Context: an optimization exercise on an open-source flow, tuned for small area, a short achievable clock period and few clock cycles per item. The choices shown serve that exercise and are no tape-out recipe. Only simulation tests tie the RTL to the original design; equivalence was not proved. Power figures rest on the tool's default switching activity, not on a simulated workload.

$ cat flow/design.v
package blist_pkg;
    localparam logic [2:0] CMD_INS_FRONT = 3'd0;
    localparam logic [2:0] CMD_INS_BACK  = 3'd1;
    localparam logic [2:0] CMD_INS_AT    = 3'd2;
    localparam logic [2:0] CMD_RM_FRONT  = 3'd3;
    localparam logic [2:0] CMD_RM_BACK   = 3'd4;
    localparam logic [1:0] ST_OK    = 2'd0;
    localparam logic [1:0] ST_RANGE = 2'd1;
    localparam logic [1:0] ST_EMPTY = 2'd2;
    localparam logic [1:0] ST_FULL  = 2'd3;
endpackage
module blist_ctrl
(
    input  logic clk,
    input  logic rst_n,
    input  logic in_valid,
    output logic in_ready,
    output logic out_valid,
    input  logic out_ready,
    output logic go         
);
    logic out_valid_reg;
    assign in_ready  = !out_valid_reg || out_ready;
    assign go        = in_valid && in_ready;
    assign out_valid = out_valid_reg;
    always_ff @(posedge clk or negedge rst_n)
    begin
        if (!rst_n)
            out_valid_reg <= 1'b0;
        else if (in_ready)
            out_valid_reg <= in_valid;
    end
endmodule
import blist_pkg::*;
module blist_dp
(
    input  logic               clk,
    input  logic               rst_n,
    input  logic               go,
    input  logic [2:0]         command,
    input  logic signed [31:0] value,
    input  logic [4:0]         position,
    output logic [1:0]         status,
    output logic [4:0]         size,
    output logic               is_empty,
    output logic signed [31:0] front_value,
    output logic signed [31:0] back_value
);
    logic [31:0] ent [16];
    logic [31:0] back_reg;
    logic [16:0] cnt_oh;       
    logic [4:0]  size_reg;
    logic        empty_reg;
    logic [1:0]  status_reg;
    logic is_if, is_ib, is_ia, is_rf, is_rb, is_ins, is_rm;
    logic full, empty;
    logic range_bad, ins_ok, rm_ok, new_empty, pos_at_cnt;
    logic [15:0] pos_eq;       
    logic [15:0] pos_lt;       
    logic [16:0] pos_gt;       
    assign is_if  = (command == CMD_INS_FRONT);
    assign is_ib  = (command == CMD_INS_BACK);
    assign is_ia  = (command == CMD_INS_AT);
    assign is_rf  = (command == CMD_RM_FRONT);
    assign is_rb  = (command == CMD_RM_BACK);
    assign is_ins = is_if || is_ib || is_ia;
    assign is_rm  = is_rf || is_rb;
    assign empty = cnt_oh[0];
    assign full  = cnt_oh[16];
    always_comb
    begin
        for (int i = 0; i < 16; i++)
        begin
            pos_eq[i] = (position == 5'(i));
            pos_lt[i] = (position < 5'(i));
        end
        for (int i = 0; i < 17; i++)
            pos_gt[i] = (position > 5'(i));
    end
    assign range_bad  = is_ia && |(pos_gt & cnt_oh);
    assign pos_at_cnt = |(pos_eq & cnt_oh[15:0]);
    assign ins_ok     = is_ins && !range_bad && !full;
    assign rm_ok      = is_rm && !empty;
    assign new_empty = (empty && !(is_if || is_ib || (is_ia && pos_eq[0])))
                    || (cnt_oh[1] && is_rm);
    logic        cnt_up, cnt_dn, cnt_hold;
    logic [16:0] cnt_next;
    assign cnt_up   = go && ins_ok;
    assign cnt_dn   = go && rm_ok;
    assign cnt_hold = !(cnt_up || cnt_dn);
    assign cnt_next = ({17{cnt_up}} & {cnt_oh[15:0], 1'b0})
                    | ({17{cnt_dn}} & {1'b0, cnt_oh[16:1]})
                    | ({17{cnt_hold}} & cnt_oh);
    always_ff @(posedge clk or negedge rst_n)
    begin
        if (!rst_n)
            cnt_oh <= 17'd1;
        else
            cnt_oh <= cnt_next;
    end
    logic [4:0] sz_same, sz_up, sz_dn;
    always_comb
    begin
        sz_same = '0;
        sz_up   = '0;
        sz_dn   = '0;
        for (int i = 0; i < 17; i++)
        begin
            sz_same = sz_same | ({5{cnt_oh[i]}} & 5'(i));
            if (i < 16)
                sz_up = sz_up | ({5{cnt_oh[i]}} & 5'(i + 1));
            if (i > 0)
                sz_dn = sz_dn | ({5{cnt_oh[i]}} & 5'(i - 1));
        end
    end
    always_ff @(posedge clk)
    begin
        if (go)
        begin
            size_reg   <= ({5{cnt_up}} & sz_up) | ({5{cnt_dn}} & sz_dn)
                        | ({5{cnt_hold}} & sz_same);
            empty_reg  <= new_empty;
            status_reg <= range_bad ? ST_RANGE
                        : (is_ins && full) ? ST_FULL
                        : (is_rm && empty) ? ST_EMPTY : ST_OK;
        end
    end
    logic [15:0] sel_r, sel_l, sel_v, sel_h;
    always_comb
    begin
        for (int i = 0; i < 16; i++)
        begin
            sel_r[i] = go && (i > 0) && !full && (is_if || (is_ia && pos_lt[i]));
            sel_v[i] = go && !full && ((is_if && (i == 0)) || (is_ib && cnt_oh[i])
                                       || (is_ia && pos_eq[i]));
            sel_l[i] = go && (i < 15) && is_rf && !((i == 0) && new_empty);
            sel_h[i] = !(sel_r[i] || sel_v[i] || sel_l[i] || ((i == 0) && go && new_empty));
        end
    end
    always_ff @(posedge clk)
    begin
        for (int i = 0; i < 16; i++)
            ent[i] <= ({32{sel_r[i]}} & ent[(i + 15) % 16])
                    | ({32{sel_l[i]}} & ent[(i + 1) % 16])
                    | ({32{sel_v[i]}} & value)
                    | ({32{sel_h[i]}} & ent[i]);
    end
    logic [31:0] second_last;
    logic        bk_v, bk_m, bk_h;
    always_comb
    begin
        second_last = '0;
        for (int i = 0; i < 15; i++)
            second_last = second_last | ({32{cnt_oh[i + 2]}} & ent[i]);
    end
    assign bk_v = go && !full && (is_ib || (is_if && empty) || (is_ia && pos_at_cnt));
    assign bk_m = go && is_rb && !empty && !cnt_oh[1];
    assign bk_h = !(bk_v || bk_m || (go && new_empty));
    always_ff @(posedge clk)
        back_reg <= ({32{bk_v}} & value)
                  | ({32{bk_m}} & second_last)
                  | ({32{bk_h}} & back_reg);
    assign status      = status_reg;
    assign size        = size_reg;
    assign is_empty    = empty_reg;
    assign front_value = ent[0];
    assign back_value  = back_reg;
endmodule
module bounded_ordered_list
(
    input  logic               clk,
    input  logic               rst_n,
    input  logic               in_valid,
    output logic               in_ready,
    input  logic [2:0]         command,
    input  logic signed [31:0] value,
    input  logic [4:0]         position,
    output logic               out_valid,
    input  logic               out_ready,
    output logic [1:0]         status,
    output logic [4:0]         size,
    output logic               is_empty,
    output logic signed [31:0] front_value,
    output logic signed [31:0] back_value
);
    logic go;
    blist_ctrl u_ctrl (
        .clk       (clk),
        .rst_n     (rst_n),
        .in_valid  (in_valid),
        .in_ready  (in_ready),
        .out_valid (out_valid),
        .out_ready (out_ready),
        .go        (go)
    );
    blist_dp u_dp (
        .clk         (clk),
        .rst_n       (rst_n),
        .go          (go),
        .command     (command),
        .value       (value),
        .position    (position),
        .status      (status),
        .size        (size),
        .is_empty    (is_empty),
        .front_value (front_value),
        .back_value  (back_value)
    );
endmodule
$ cat flow/constraint.sdc
create_clock -name core_clock -period 5.0 [get_ports {clk}]
set_input_delay 1.0000 -clock core_clock [delete_from_list [all_inputs] [get_ports {clk}]]
set_output_delay 1.0000 -clock core_clock [all_outputs]
set_load 0.01 [all_outputs]
$ cat flow/config.mk
export PLATFORM = sky130hd
export DESIGN_NAME = bounded_ordered_list
export DESIGN_NICKNAME = bounded_ordered_list
export VERILOG_FILES = /design/flow/design.v
export SDC_FILE = /design/flow/constraint.sdc
export NUM_CORES = 4
export LEC_CHECK = 0
export CAP_MARGIN = 20
export CELL_PAD_IN_SITES_DETAIL_PLACEMENT = 1
export CELL_PAD_IN_SITES_GLOBAL_PLACEMENT = 1
export CORE_MARGIN = 2
export CORE_UTILIZATION = 40
export SETUP_SLACK_MARGIN = 2.7
export SLEW_MARGIN = 20
export TNS_END_PERCENT = 10
$ cat flow/standard.sh
#!/bin/bash
# synth_recipe.tcl (not shown) runs the flow's synth.tcl, then flattens the netlist and writes it again
# the make line also repeats each setting of config.mk as NAME=value (left out here)
make -C /OpenROAD-flow-scripts/flow DESIGN_CONFIG=/design/flow/config.mk WORK_HOME=/design/flow/orfs CLKGATE_MAP_FILE= SYNTH_SCRIPT=/design/flow/synth_recipe.tcl "${@:-finish}"
$ cat flow/flow/run.sh
#!/bin/bash
# Layout flow: the standard layout (standard.sh), with every input and
# output port buffered by sky130_fd_sc_hd__buf_4 instead of the buffer cell
# that buffer_ports picks on its own. Everything else is the standard flow.
set -euo pipefail
export BUFFER_PORTS_ARGS="-buffer_cell sky130_fd_sc_hd__buf_4"
bash standard.sh > standard_flow.log 2>&1
==> results.toml, run 1 <==
[status]
status = "complete, no violations"

[route]
drcViolationCount = 0
first_iter_violations = 6861
vias_per_cell = 7.539
ant_nets = 0
routed_wl_um = 156000
num_vias = 30629
firstDrtPassIters = 14
wire_per_inst_um = 38.39

[placement]
placed_cells_incl_taps = 3820
portBuffers = 117
dpl.hpwl_um = 78240
gp_congestion = 0.8370
place_area_um2 = 28320
post-place-ws_ns = 0.9170

[synthesis]
synth_top_area_share = 0.4083
synth_edf_count = 8
ys_ff_latch = 570
synth.area.top_cells = "dfxtp_1 41%, a222oi_1 14%, nand2_1 13%"
netlist_instances = 3110
yosysTopAreaCell = "dfxtp_1"
yosys_warnings = 3
syn_area_um2 = 26670
avgSynthCellArea_um2 = 8.577
netlist-cell-type-count = 71
post-synth-top-count-cell = "nand2_1"
synth_common_cells = "948 x nand2_1, 544 x dfxtp_1, 384 x a222oi_1, 277 x clkbuf_1, 145 x a22oi_1"
yosys_most_used_dff = "dfxtp_1"
synthArstFlopShare = 0.03158
seq_area_frac_synth = 0.4342

[flow_run]
drv_cap = 0

[timing]
period_needed_ns = 2.596
setup_viol = 0
worst_pin_slew_ns = 0.7688
whs_ns = 0.2385
slew_violations = 0
setup_slack_ns = 2.404
fin_crit_sh = 0.5191
report.final.hold_viol_count = 0
rsz0062_at_grt = "yes"
clock.fmax_mhz = 385.3
clock_skew_ns = 0.02816
fin_setup_tns_ns = 0
worst_slew_margin_rel = 0.4874

[pwr]
p_per_area_nw_per_um2 = 494.8
switchingPower_mw = 5.926
combPwrFrac = 0.226
p_clk_frac = 0.311
sw_frac_of_total = 0.3669
peakVddDrop_uv = 306.8
p_leak_nw = 13.37
internal-power_mw = 10.23
p_total_mw = 16.15
p_seq_frac = 0.463

[final_layout]
drive_above_1_share = 0.1688
design_area_um2 = 32650
fin_cells = 4063
nFillCells = 7386
syn_to_final_growth_pct = 22.39
largest_reg_flops = 512
nNetsFinal = 3192
fin_util = 0.4957

[worst_hold_path]
hp-class = "in -> async"

[worst_setup_path]
required_ns = 5.57
cp-start-kind = "flip-flop"
worstSetupEndpointType = "flip-flop"
cp.arrival_ns = 3.17
critPathKind = "reg -> reg"
critPathMaxFanout = 25

[cts]
cts_buffers = 69
cts_root_buf = "clkbuf_16"
path_clk_slew_ns = 0.06
tritoncts = "built"
clk_latency_ns = 0.64
ctsLongestPathBuffers = 3
cts_sinks = 570
h-tree-depth = 3

[grt]
grt_usage = 0.4267
grt_pass1_wl_um = 218100
antenna_found_initial = 10
first_global_vias = 29835
grt_max_degree = 112
grt_remaining_overflow = 0

[die]
core_area_um2 = 65860
dieArea_um2 = 68770
start_util = 0.4050
ios = 118
rows = 94
die_w_um = 262.2
die-height_um = 262.2
[cells in the final DEF, fill, tap and decap left out, types with 4 or more instances in the layout]
master	count
nand2_1	947
dfxtp_1	544
nor2_4	26
nand2b_1	4
a22oi_1	143
clkbuf_16	79
dfrtp_2	9
o21ai_2	4
nor3_4	7
a221oi_1	65
edfxtp_1	8
nor3_1	7
buf_8	8
a21oi_1	8
buf_16	16
or4_1	5
nor4_1	4
nand3_1	69
a31oi_1	32
a22o_1	98
nor3_2	9
and3_1	33
buf_4	229
diode_2	6
clkbuf_1	20
dfrtp_4	7
inv_1	4
o21ai_0	36
a21o_1	33
a21oi_4	9
buf_12	37
o21ai_1	35
nor2_1	18
a222oi_1	384
clkbuf_8	17
buf_6	28
nor2_2	4
and2_1	14
a221o_1	114
[metal layers]
metal | GRT usage | vias to the layer above | routed length, um
li1 | - | 12189 | -
met1 | 0.5469 | 15346 | 58370
met2 | 0.6408 | 2509 | 67730
met3 | 0.1160 | 575 | 19700
met4 | 0.2546 | 10 | 10130
met5 | 0 | - | 63
[final timing paths]
check | endpoint | startpoint | cells after the start | slack [ns]
min reg2reg | u_dp.ent[15][18] | u_dp.ent[15][18] | 2 | 0.45
min | u_dp.cnt_oh[12] | rst_n | 1 | 0.24
max in group asynchronous | u_dp.cnt_oh[0] | rst_n | 1 | 4.48
max reg2reg | u_dp.ent[10][19] | u_dp.cnt_oh[10] | 8 | 2.40
min in group core_clock | u_dp.ent[15][18] | u_dp.ent[15][18] | 2 | 0.45
max | u_dp.ent[10][19] | u_dp.cnt_oh[10] | 8 | 2.40
[worst max-delay path, cell delays in order, from the launching register on]
cell      delay, ns
dfrtp_4        0.45
buf_12         0.13
buf_12         0.11
buf_4          0.44
a22oi_1        0.22
nor2_4         0.42
buf_6          0.44
a222oi_1       0.20
nand2_1        0.11
[kinds of logic (layout without fill, tap and decap cells)]
kind of cell,Yosys count,after routing,share of synthesized area
other cells,0,6,0
buf+inv,370,452,0.05676
mux,4,4,0.002064
flops,570,570,0.4342
simple gates,1174,1175,0.1815
compound gates,992,992,0.3254
[final cells by class]
class | instances | area [um2] | share of cell area
clock inverters | 7 | 60.06 | 0.001840
inverters | 8 | 32.53 | 0.0009965
diodes | 6 | 15.01 | 0.0004599
flip-flops and latches | 570 | 11620 | 0.3559
clock buffers | 109 | 2122 | 0.06500
repair buffers | 328 | 3597 | 0.1102
multi-input cells | 2171 | 14120 | 0.4325
well taps | 864 | 1081 | 0.03311
[power groups by stage]
stage                     Clock [mW]  Sequential, mW  Combinational [mW]
final                           5.03            7.48                3.65
after global routing            5.23            7.56                3.88
after CTS                       5.03            7.37                3.47
after detailed placement           0            7.46                3.22
after global placement             0            7.42                3.10
after floorplan                    0            6.84                1.99
[repair_timing]
item	CTS	global route
setup buffers	82	20
pin swaps	36	5
hold buffers	0	0
gates resized for setup	135	43
hold endpoints to repair	0	0
endpoints found under the setup margin	571	559
cloned	13	6
Testbench counts, summed over its fixed seeds: cycles 16,008, items 16,000.
==> run 2, diff against run 1 <==
--- a/flow/design.v
+++ b/flow/design.v
@@ -50,5 +50,5 @@
     logic [31:0] back_reg;
     logic [16:0] cnt_oh;       
-    logic [4:0]  size_reg;
+    logic [4:0]  size_reg;     
     logic        empty_reg;
     logic [1:0]  status_reg;
@@ -58,5 +58,4 @@
     logic [15:0] pos_eq;       
     logic [15:0] pos_lt;       
-    logic [16:0] pos_gt;       
     assign is_if  = (command == CMD_INS_FRONT);
     assign is_ib  = (command == CMD_INS_BACK);
@@ -75,9 +74,7 @@
             pos_lt[i] = (position < 5'(i));
         end
-        for (int i = 0; i < 17; i++)
-            pos_gt[i] = (position > 5'(i));
-    end
-    assign range_bad  = is_ia && |(pos_gt & cnt_oh);
-    assign pos_at_cnt = |(pos_eq & cnt_oh[15:0]);
+    end
+    assign range_bad  = is_ia && (position > size_reg);
+    assign pos_at_cnt = (position == size_reg);
     assign ins_ok     = is_ins && !range_bad && !full;
     assign rm_ok      = is_rm && !empty;
@@ -114,10 +111,16 @@
         end
     end
+    always_ff @(posedge clk or negedge rst_n)
+    begin
+        if (!rst_n)
+            size_reg <= '0;
+        else if (go)
+            size_reg <= ({5{cnt_up}} & sz_up) | ({5{cnt_dn}} & sz_dn)
+                      | ({5{cnt_hold}} & sz_same);
+    end
     always_ff @(posedge clk)
     begin
         if (go)
         begin
-            size_reg   <= ({5{cnt_up}} & sz_up) | ({5{cnt_dn}} & sz_dn)
-                        | ({5{cnt_hold}} & sz_same);
             empty_reg  <= new_empty;
             status_reg <= range_bad ? ST_RANGE
--- a/flow/config.mk
+++ b/flow/config.mk
@@ -7,8 +7,7 @@
 export LEC_CHECK = 0
 export CAP_MARGIN = 20
-export CELL_PAD_IN_SITES_DETAIL_PLACEMENT = 1
-export CELL_PAD_IN_SITES_GLOBAL_PLACEMENT = 1
 export CORE_MARGIN = 2
 export CORE_UTILIZATION = 40
+export PLACE_DENSITY = 0.75
 export SETUP_SLACK_MARGIN = 2.7
 export SLEW_MARGIN = 20
==> run 2 against run 1 <==
Against the previous run:
- synthesized area decreased by 0.46%
- sequential power increased by 28%
- largest cell class unchanged
- cell count fell by 10%
- highest routed layer unchanged
- first-iteration DRC count down 2.9%
- synthesized cell count decreased by 12%
- critical path depth fell by 3
- count of clock-buffer cells in the layout shrank 20
- largest power group unchanged
- critical endpoint is now u_dp.ent[6][17]
- maximum frequency shrank 5.1%
- clock skew fell by 0.012 ns
==> results.toml, run 2 <==
[synthesis]
yosys_most_used_dff = "dfxtp_1"
synthArstFlopShare = 0.04035
yosys_warnings = 3
ys_ff_latch = 570
netlist_instances = 2728
avgSynthCellArea_um2 = 9.733
synth_top_area_share = 0.4102
synth_common_cells = "544 x dfxtp_1, 463 x a221o_1, 320 x a22o_1, 284 x clkbuf_1, 270 x nand2_1"
synth_edf_count = 3
seq_area_frac_synth = 0.4353
syn_area_um2 = 26550
post-synth-top-count-cell = "dfxtp_1"
synth.area.top_cells = "dfxtp_1 41%, a221o_1 17%, a22o_1 11%"
yosysTopAreaCell = "dfxtp_1"
netlist-cell-type-count = 66

[final_layout]
final_common_cell = "dfxtp_1"
largest_reg_flops = 512
syn_to_final_growth_pct = 19.68
layout_common_cells = "544 x dfxtp_1, 463 x a221o_1, 320 x a22o_1, 268 x nand2_1, 190 x buf_4"
nNetsFinal = 2784
drive_above_1_share = 0.1681

[placement]
dpl.hpwl_um = 65260
gp_congestion = 0.9218
portBuffers = 117
post-place-ws_ns = 1.138

[route]
drcViolationCount = 0
routed_wl_um = 128900
first_iter_violations = 6660
vias_per_cell = 8.028
firstDrtPassIters = 11
ant_nets = 0
wire_per_inst_um = 35.32
num_vias = 29293

[timing]
fin_crit_sh = 0.5471
worst_pin_slew_ns = 1.200
clock.fmax_mhz = 365.5
report.final.hold_viol_count = 0
setup_viol = 0
fin_setup_tns_ns = 0
whs_ns = 0.2457
period_needed_ns = 2.736
rsz0062_at_grt = "yes"
worst_slew_margin_rel = 0.1991
slew_violations = 0
setup_slack_ns = 2.264
clock_skew_ns = 0.01628

[pwr]
internal-power_mw = 12.04
combPwrFrac = 0.295
p_total_mw = 19.88
p_leak_nw = 11.84
peakVddDrop_uv = 342.7
p_per_area_nw_per_um2 = 625.7
p_seq_frac = 0.481
switchingPower_mw = 7.840
p_clk_frac = 0.224
sw_frac_of_total = 0.3943

[status]
status = "complete, no violations"

[die]
ios = 118
die_w_um = 261.6
die-height_um = 261.6
rows = 94
dieArea_um2 = 68460
start_util = 0.4039
core_area_um2 = 65750

[cts]
cts_root_buf = "clkbuf_16"
cts_buffers = 58
clk_latency_ns = 0.66
cts.hold.buffers_added = 0
h-tree-depth = 2
path_clk_slew_ns = 0.07
tritoncts = "built"
ctsLongestPathBuffers = 3
cts_sinks = 570

[flow_run]
drv_cap = 0

[worst_setup_path]
required_ns = 5.59
worst-path-buf-inv = 2
slowest_delay_ns = 0.72
critPathMaxFanout = 32
critPathKind = "reg -> reg"
cp_slowest_cell = "dfrtp_2"
reg2regPathDepth = 5
worstSetupEndpointType = "flip-flop"
cp.arrival_ns = 3.32
worst-path-stages = 5
crit_chain = "buf_4, a22oi_1, nor2_4, buf_4, a221o_1"
cp-start-kind = "flip-flop"
crit_family = "buffers and inverters"
cpMostUsedCell = "buf_4"

[grt]
grt_pass1_wl_um = 181600
antenna_found_initial = 6
grt_max_degree = 162
grt_usage = 0.3522
first_global_vias = 27424
grt_remaining_overflow = 0

[worst_hold_path]
hp-class = "in -> async"
## run 2: metrics by stage
step,util,std cells,area (um2)
final,0.4833,3649,31780
after global routing,0.4831,3643,31760
after CTS,0.4709,3603,30960
after detailed placement,0.4330,3470,28470
after global placement,0.4330,3470,28470
after floorplan,-,2728,26760
## run 2: power by group through the flow
| stage | clock (mW) | sequential [mW] | combinational, mW |
|---|---|---|---|
| after floorplan | 0 | 8.48 | 3.47 |
| after global placement | 0 | 9.23 | 5.15 |
| after detailed placement | 0 | 9.32 | 5.32 |
| after CTS | 4.41 | 9.28 | 5.41 |
| after global routing | 4.60 | 9.65 | 6.06 |
| final | 4.45 | 9.56 | 5.87 |
## run 2: area by class of cell
class / instances / area [um2]
fillers: 5815 / 33970
multi-input cells: 1791 / 14280
flip-flops and latches: 570 / 11580
repair buffers: 264 / 2709
clock buffers: 89 / 1760
well taps: 864 / 1081
inverters: 50 / 197.7
clock inverters: 14 / 151.4
diodes: 7 / 17.52
## run 2: cells by family after synthesis
logic type / synth area share
compound gates: 0.4397
simple gates: 0.06904
flops: 0.4353
fa+ha+maj: 0.002356
buf+inv: 0.05363
## run 2: path summary, 6_finish.rpt
path / to / slack (ns) / start
max: u_dp.ent[6][17] / 2.26 / u_dp.cnt_oh[6]
min: u_dp.cnt_oh[13] / 0.25 / rst_n
max reg2reg: u_dp.ent[6][17] / 2.26 / u_dp.cnt_oh[6]
min reg2reg: u_dp.ent[15][17] / 0.44 / u_dp.ent[15][17]
max in group asynchronous: u_dp.cnt_oh[0] / 4.46 / rst_n
min in group core_clock: u_dp.ent[15][17] / 0.44 / u_dp.ent[15][17]
## run 2: worst register-to-register path: cells and delay by family (launching register included)
| family | cells | cell delay, ns |
|---|---|---|
| buf+inv | 2 | 1.23 |
| simple gates | 1 | 0.15 |
| flops | 1 | 0.72 |
| compound gates | 2 | 0.57 |
## run 2: routing by layer
layer	GRT usage	share of wire	up-vias
met2	0.4891	0.39	3296
met4	0.2543	0.089	8
met5	0.0006944	0.0011	-
met1	0.4424	0.34	13787
met3	0.1366	0.18	929
li1	-	-	11273
## run 2: what timing repair did
action / 4_1_cts / 5_1_grt
setup endpoints to repair: 575 / 569
resized for setup: 62 / 68
pin swaps: 11 / 18
setup buffers: 25 / 27
gates cloned: 5 / 12
endpoints found under the hold margin: 0 / 0
Testbench counts of run 2, summed over its fixed seeds: cycles 16,008, items 16,000.
==> run 3, diff against run 2 <==
==> flow/flow/run.sh (replaced) <==
#!/bin/bash
# Layout flow: the standard layout (standard.sh) with two changes:
# every input and output port is buffered by sky130_fd_sc_hd__buf_4 instead
# of the buffer cell buffer_ports picks on its own, and the buffers ABC
# inserted during synthesis are removed at floorplan (REMOVE_ABC_BUFFERS),
# leaving buffering to the resizer. Everything else is the standard flow.
set -euo pipefail
export BUFFER_PORTS_ARGS="-buffer_cell sky130_fd_sc_hd__buf_4"
export REMOVE_ABC_BUFFERS=1
bash standard.sh > standard_flow.log 2>&1
--- a/flow/config.mk
+++ b/flow/config.mk
@@ -9,4 +9,7 @@
 export CORE_MARGIN = 2
 export CORE_UTILIZATION = 40
+export CTS_BUF_LIST = sky130_fd_sc_hd__clkbuf_16
+export CTS_CLUSTER_DIAMETER = 70
+export CTS_CLUSTER_SIZE = 20
 export PLACE_DENSITY = 0.75
 export SETUP_SLACK_MARGIN = 2.7
==> run 3 against run 2 <==
Against the previous run:
- worst hold slack better by 0.040 ns
- combinational power increased by 0.7%
- die area unchanged
- synthesized area stayed put
- largest power group unchanged
- largest cell class unchanged
- sequential power fell by 0.6%
- still clean on timing, DRC and antenna
- sequential share of layout area is 0.51 points higher
==> results.toml, run 3 <==
[status]
status = "complete, no violations"

[cts]
h-tree-depth = 2
cts_sinks = 570
cts_root_buf = "clkbuf_16"
tritoncts = "built"
path_clk_slew_ns = 0.09
ctsLongestPathBuffers = 3
cts.hold.buffers_added = 0
clk_latency_ns = 0.61
cts_buffers = 36

[grt]
first_global_vias = 27904
grt_remaining_overflow = 0
grt_pass1_wl_um = 184800
grt_max_degree = 121
antenna_found_initial = 3
grt_usage = 0.3593

[die]
dieArea_um2 = 68460
die_w_um = 261.6
rows = 94
start_util = 0.4039
core_area_um2 = 65750
die-height_um = 261.6
ios = 118

[worst_setup_path]
required_ns = 5.55
cp-start-kind = "input port"
ff2ff_setup_slack_ns = 2.42
r2r_start = "u_dp.cnt_oh[8]"
worstSetupEndpointType = "flip-flop"
cp_slowest_cell = "nor2_4"
crit_chain = "buf_6, and2b_2, inv_6, nand3_4, buf_4, nor2_4, buf_4, a22o_1, a221o_1"
cpMostUsedCell = "buf_4"
critPathKind = "in -> reg"
critPathMaxFanout = 18
slowest_delay_ns = 0.57
cp.arrival_ns = 3.16
reg2regPathDepth = 7
timing.rr.end = "u_dp.ent[8][16]"

[synthesis]
netlist-cell-type-count = 66
yosys_most_used_dff = "dfxtp_1"
synthArstFlopShare = 0.04035
ys_ff_latch = 570
seq_area_frac_synth = 0.4353
yosysTopAreaCell = "dfxtp_1"
syn_area_um2 = 26550
synth_common_cells = "544 x dfxtp_1, 463 x a221o_1, 320 x a22o_1, 284 x clkbuf_1, 270 x nand2_1"
post-synth-top-count-cell = "dfxtp_1"
synth.area.top_cells = "dfxtp_1 41%, a221o_1 17%, a22o_1 11%"
synth_top_area_share = 0.4102
avgSynthCellArea_um2 = 9.733
synth_edf_count = 3
netlist_instances = 2728
yosys_warnings = 3

[placement]
gp_congestion = 0.9203
placed_cells_incl_taps = 3480
dpl.hpwl_um = 64280
portBuffers = 117

[route]
routed_wl_um = 131000
drcViolationCount = 0
firstDrtPassIters = 12
ant_nets = 0
wire_per_inst_um = 36.08
first_iter_violations = 7049
vias_per_cell = 8.128
num_vias = 29506

[final_layout]
fin_cells = 3630
nNetsFinal = 2799
largest_reg_flops = 512
fin_util = 0.4767
syn_to_final_growth_pct = 18.05
drive_above_1_share = 0.1679
layout_common_cells = "544 x dfxtp_1, 463 x a221o_1, 320 x a22o_1, 267 x nand2_1, 211 x buf_4"
final_common_cell = "dfxtp_1"

[flow_run]
drv_cap = 0

[worst_hold_path]
hp-class = "in -> async"

[timing]
clock.fmax_mhz = 382.6
setup_viol = 0
clock_skew_ns = 0.01287
rsz0062_at_grt = "yes"
slew_violations = 0
period_needed_ns = 2.614
report.final.hold_viol_count = 0
worst_slew_margin_rel = 0.1820
fin_crit_sh = 0.5228
fin_setup_tns_ns = 0
worst_pin_slew_ns = 1.226

[pwr]
p_leak_nw = 11.68
p_per_area_nw_per_um2 = 591.8
p_total_mw = 18.55
peakVddDrop_uv = 361.1
==> run 3: report_power, final <==
group | total, mW | internal, mW | switching (mW)
sequential | 9.50 | 6.74 | 2.77
clock | 3.14 | 1.41 | 1.73
combinational | 5.91 | 2.80 | 3.11
total | 18.5 | 10.9 | 7.60
==> run 3: worst max path at each step <==
stage,startpoint,endpoint,slack [ns]
2_1_floorplan,out_ready,u_dp.ent[10][0],-8.64
4_1_cts,out_ready,in_ready,2.49
5_1_grt,u_dp.cnt_oh[9],u_dp.size_reg[3],2.41
3_3_place_gp,out_ready,u_dp.ent[10][7],1.02
3_5_place_dp,command[2],u_dp.ent[5][24],0.97
6_report,out_ready,u_dp.ent[4][26],2.39
==> run 3: what timing repair did <==
item                                    in CTS  in global routing
pin swaps                                   18                 14
gates cloned                                16                  8
endpoints found under the setup margin     568                570
resized for setup                          113                 55
buffers inserted                            53                 19
==> run 3: cell families (layout without fill, tap and decap cells) <==
group / Yosys count / count (layout) / synth area share
AO/OA/AOI/OAI: 1375 / 1377 / 0.4397
adder cells (fa/ha/maj): 5 / 5 / 0.002356
buffers and inverters: 372 / 401 / 0.05363
flip-flops: 570 / 570 / 0.4353
other: 0 / 3 / 0
AND/OR/NAND/NOR: 406 / 410 / 0.06904
==> run 3: layer usage <==
metal | GRT usage | wire length (um) | share of wire
met4 | 0.2509 | 11650 | 0.089
met2 | 0.4996 | 51800 | 0.40
met3 | 0.1598 | 23630 | 0.18
met5 | 0.007639 | 115 | 0.00088
met1 | 0.4406 | 43790 | 0.33
==> run 3: area by class of cell <==
cell class                 instances  area, um2
clock buffer                      37      925.9
tap                              864       1081
fill                            5775      34400
clock inverter                    14      117.6
multi-input combinational       1792      14300
inverter                          50      197.7
timing repair buffer             300       3138
antenna                            3      7.507
sequential                       570      11580
==> run 3: worst max-delay path: cells and delay by family <==
kind	cells	cell delay [ns]
AND/OR/NAND/NOR	3	0.94
AO/OA/AOI/OAI	2	0.33
buffers and inverters	4	0.86
==> run 3: stage by stage <==
| stage | setup slack [ns] | instance area [um2] | hold slack (ns) |
|---|---|---|---|
| after floorplan | -8.637 | 25320 | 0.4227 |
| after global placement | 1.023 | 28450 | 0.4299 |
| after detailed placement | 0.9691 | 28450 | 0.4333 |
| after CTS | 2.495 | 30730 | 0.2934 |
| after global routing | 2.410 | 31340 | 0.3134 |
| final | 2.386 | 31340 | 0.2854 |
==> run 4, diff against run 3 <==
--- a/flow/config.mk
+++ b/flow/config.mk
@@ -13,5 +13,5 @@
 export CTS_CLUSTER_SIZE = 20
 export PLACE_DENSITY = 0.75
-export SETUP_SLACK_MARGIN = 2.7
+export SETUP_SLACK_MARGIN = 2.6
 export SLEW_MARGIN = 20
-export TNS_END_PERCENT = 10
+export TNS_END_PERCENT = 30
==> run 4 against run 3 <==
Against the previous run:
- global-route usage down 0.51 points
- maximum frequency is 1.4% lower
- critical path depth decreased by 3
- flip-flop and latch count unchanged
- first-iteration DRC count rose by 6.7%
- sequential power hardly changed
- clock power is essentially flat
- count of clock-buffer cells in the layout stayed put
==> results.toml, run 4 <==
[worst_hold_path]
hp-class = "in -> async"

[placement]
portBuffers = 117
dpl.hpwl_um = 64280
gp_congestion = 0.9203

[cts]
cts_root_buf = "clkbuf_16"
tritoncts = "built"
clk_latency_ns = 0.62
path_clk_slew_ns = 0.09
h-tree-depth = 2
cts.hold.buffers_added = 0
cts_buffers = 36
cts_sinks = 570
ctsLongestPathBuffers = 3

[route]
routed_wl_um = 132000
ant_nets = 0
first_iter_violations = 7522
drcViolationCount = 0
firstDrtPassIters = 13
num_vias = 29393
wire_per_inst_um = 36.33
vias_per_cell = 8.088

[worst_setup_path]
critPathMaxFanout = 15
critPathKind = "in -> reg"
worstSetupEndpointType = "flip-flop"
cp-start-kind = "input port"
cp.arrival_ns = 3.21
required_ns = 5.56
ff2ff_setup_slack_ns = 2.41

[synthesis]
synth_common_cells = "544 x dfxtp_1, 463 x a221o_1, 320 x a22o_1, 284 x clkbuf_1, 270 x nand2_1"
synth_edf_count = 3
seq_area_frac_synth = 0.4353
yosys_most_used_dff = "dfxtp_1"
netlist_instances = 2728
synthArstFlopShare = 0.04035
yosysTopAreaCell = "dfxtp_1"
yosys_warnings = 3
post-synth-top-count-cell = "dfxtp_1"
avgSynthCellArea_um2 = 9.733
synth.area.top_cells = "dfxtp_1 41%, a221o_1 17%, a22o_1 11%"
syn_area_um2 = 26550
netlist-cell-type-count = 66
synth_top_area_share = 0.4102
ys_ff_latch = 570

[die]
ios = 118
core_area_um2 = 65750
dieArea_um2 = 68460
die-height_um = 261.6
rows = 94
die_w_um = 261.6
start_util = 0.4039

[final_layout]
drive_above_1_share = 0.1686
nNetsFinal = 2806
largest_reg_flops = 512
nFillCells = 5784
insertedDiodeCount = 0
layout_common_cells = "544 x dfxtp_1, 463 x a221o_1, 320 x a22o_1, 267 x nand2_1, 219 x buf_4"
fin_util = 0.4762
final_common_cell = "dfxtp_1"
syn_to_final_growth_pct = 17.93

[grt]
grt_max_degree = 121
antenna_found_initial = 3
first_global_vias = 27998
grt_usage = 0.3542
grt_pass1_wl_um = 182900
grt_remaining_overflow = 0

[pwr]
peakVddDrop_uv = 355.3
p_leak_nw = 11.70
p_total_mw = 18.59
p_per_area_nw_per_um2 = 593.7

[timing]
report.final.hold_viol_count = 0
fin_crit_sh = 0.5303
rsz0062_at_grt = "yes"
period_needed_ns = 2.652
worst_pin_slew_ns = 1.395
worst_slew_margin_rel = 0.06875
clock_skew_ns = 0.01865
clock.fmax_mhz = 377.1
slew_violations = 0
setup_viol = 0

[flow_run]
drv_cap = 0

[status]
status = "complete, no violations"
==> run 4: layer usage <==
layer,global-route usage,up-vias,share of wire
li1,-,11299,-
met1,0.4348,13704,0.33
met2,0.5003,3344,0.40
met3,0.1524,1035,0.18
met4,0.2396,11,0.089
met5,0,-,0.0015
==> run 4: worst paths after layout <==
kind,start,to,cells after the start
setup / recovery,command[2],u_dp.ent[12][11],6
hold / removal,rst_n,u_dp.cnt_oh[1],1
setup reg to reg,u_dp.cnt_oh[8],u_dp.ent[8][21],7
hold reg to reg,u_dp.ent[15][5],u_dp.ent[15][5],2
max in group asynchronous,rst_n,u_dp.cnt_oh[0],1
min in group core_clock,u_dp.ent[15][5],u_dp.ent[15][5],2
==> run 4: report_power, final <==
group          switching (mW)  internal (mW)  total [mW]  leakage [nW]
logic                    3.12           2.81        5.94          6.41
clock network            1.73           1.41        3.13         0.521
registers                2.78           6.73        9.52          4.77
total                    7.63           11.0        18.6          11.7
==> run 4: worst max-delay path: stages <==
cell and delay, ns:
buf_6 0.14, nor2_2 0.25, o21ai_2 0.27, nor2_2 1.13, a22o_1 0.28, a221o_1 0.12
==> run 4: metrics by stage <==
stage / setup TNS (ns) / worst slack (ns) / std cells / area, um2 / hold slack [ns]
finish: 0 / 2.348 / 3634 / 31310 / 0.2778
global route: 0 / 2.446 / 3634 / 31310 / 0.3005
global placement: 0 / 1.023 / 3480 / 28450 / 0.4299
floorplan: -3875.29 / -8.637 / 2406 / 25320 / 0.4227
detailed placement: 0 / 0.9691 / 3480 / 28450 / 0.4333
CTS: 0 / 2.490 / 3587 / 30410 / 0.2934
==> run 4: repair_timing <==
item	CTS	global route
setup endpoints to repair	565	552
gates resized for setup	79	73
setup buffers	46	34
cloned	10	13
pin swaps	17	13
endpoints found under the hold margin	0	0
==> run 4: cell type report <==
cell class,instances,area [um2],area share
clock buffer,37,925.9,0.02957
clock inverter,14,117.6,0.003756
inverter,50,195.2,0.006234
multi-input combinational,1792,14240,0.4549
sequential,570,11570,0.3697
tap,864,1081,0.03453
timing repair buffer,307,3174,0.1014
==> run 4: kinds of logic after synthesis <==
group,Yosys count,synth area share
AO/OA/AOI/OAI,1375,0.4397
flip-flops,570,0.4353
AND/OR/NAND/NOR,406,0.06904
buffers and inverters,372,0.05363
adder cells (fa/ha/maj),5,0.002356

## afterwards: timing with drivers on the ports
The flow's constraints put no driver on any port. The routed layouts listed below were extracted and timed again, unchanged, in two steps. Step 1, drivers: a clkbuf_16 drives clk and a buf_2 each remaining input, both assumed. Step 2 adds t to the input delays and takes it off the output delays; t is the mean of the earliest and latest rising clock arrival at the registers after step 1. Input paths then give back, and output paths get back, about the clock's delay inside the block. Slacks: ideal ports / drivers / drivers and shift; pairs: ideal ports / drivers.
run | shift t [ns] | setup WS [ns] | worst register clock-pin slew, ns | worst slew at a driven data input, ns
run 1 | 0.701 | 2.404 / 2.404 / 1.724 | 0.06 / 0.06 | 0.15
run 2 | 0.716 | 2.264 / 2.264 / 1.636 | 0.07 / 0.07 | 0.16
run 3 | 0.669 | 2.386 / 2.414 / 1.744 | 0.09 / 0.09 | 0.14
run 4 | 0.675 | 2.348 / 2.347 / 1.673 | 0.09 / 0.09 | 0.13
After both steps setup and hold are still met in every run listed. For run 1, which loses most, drivers alone change the setup slack by 0.000 ns; drivers and shift together by -0.680 ns.
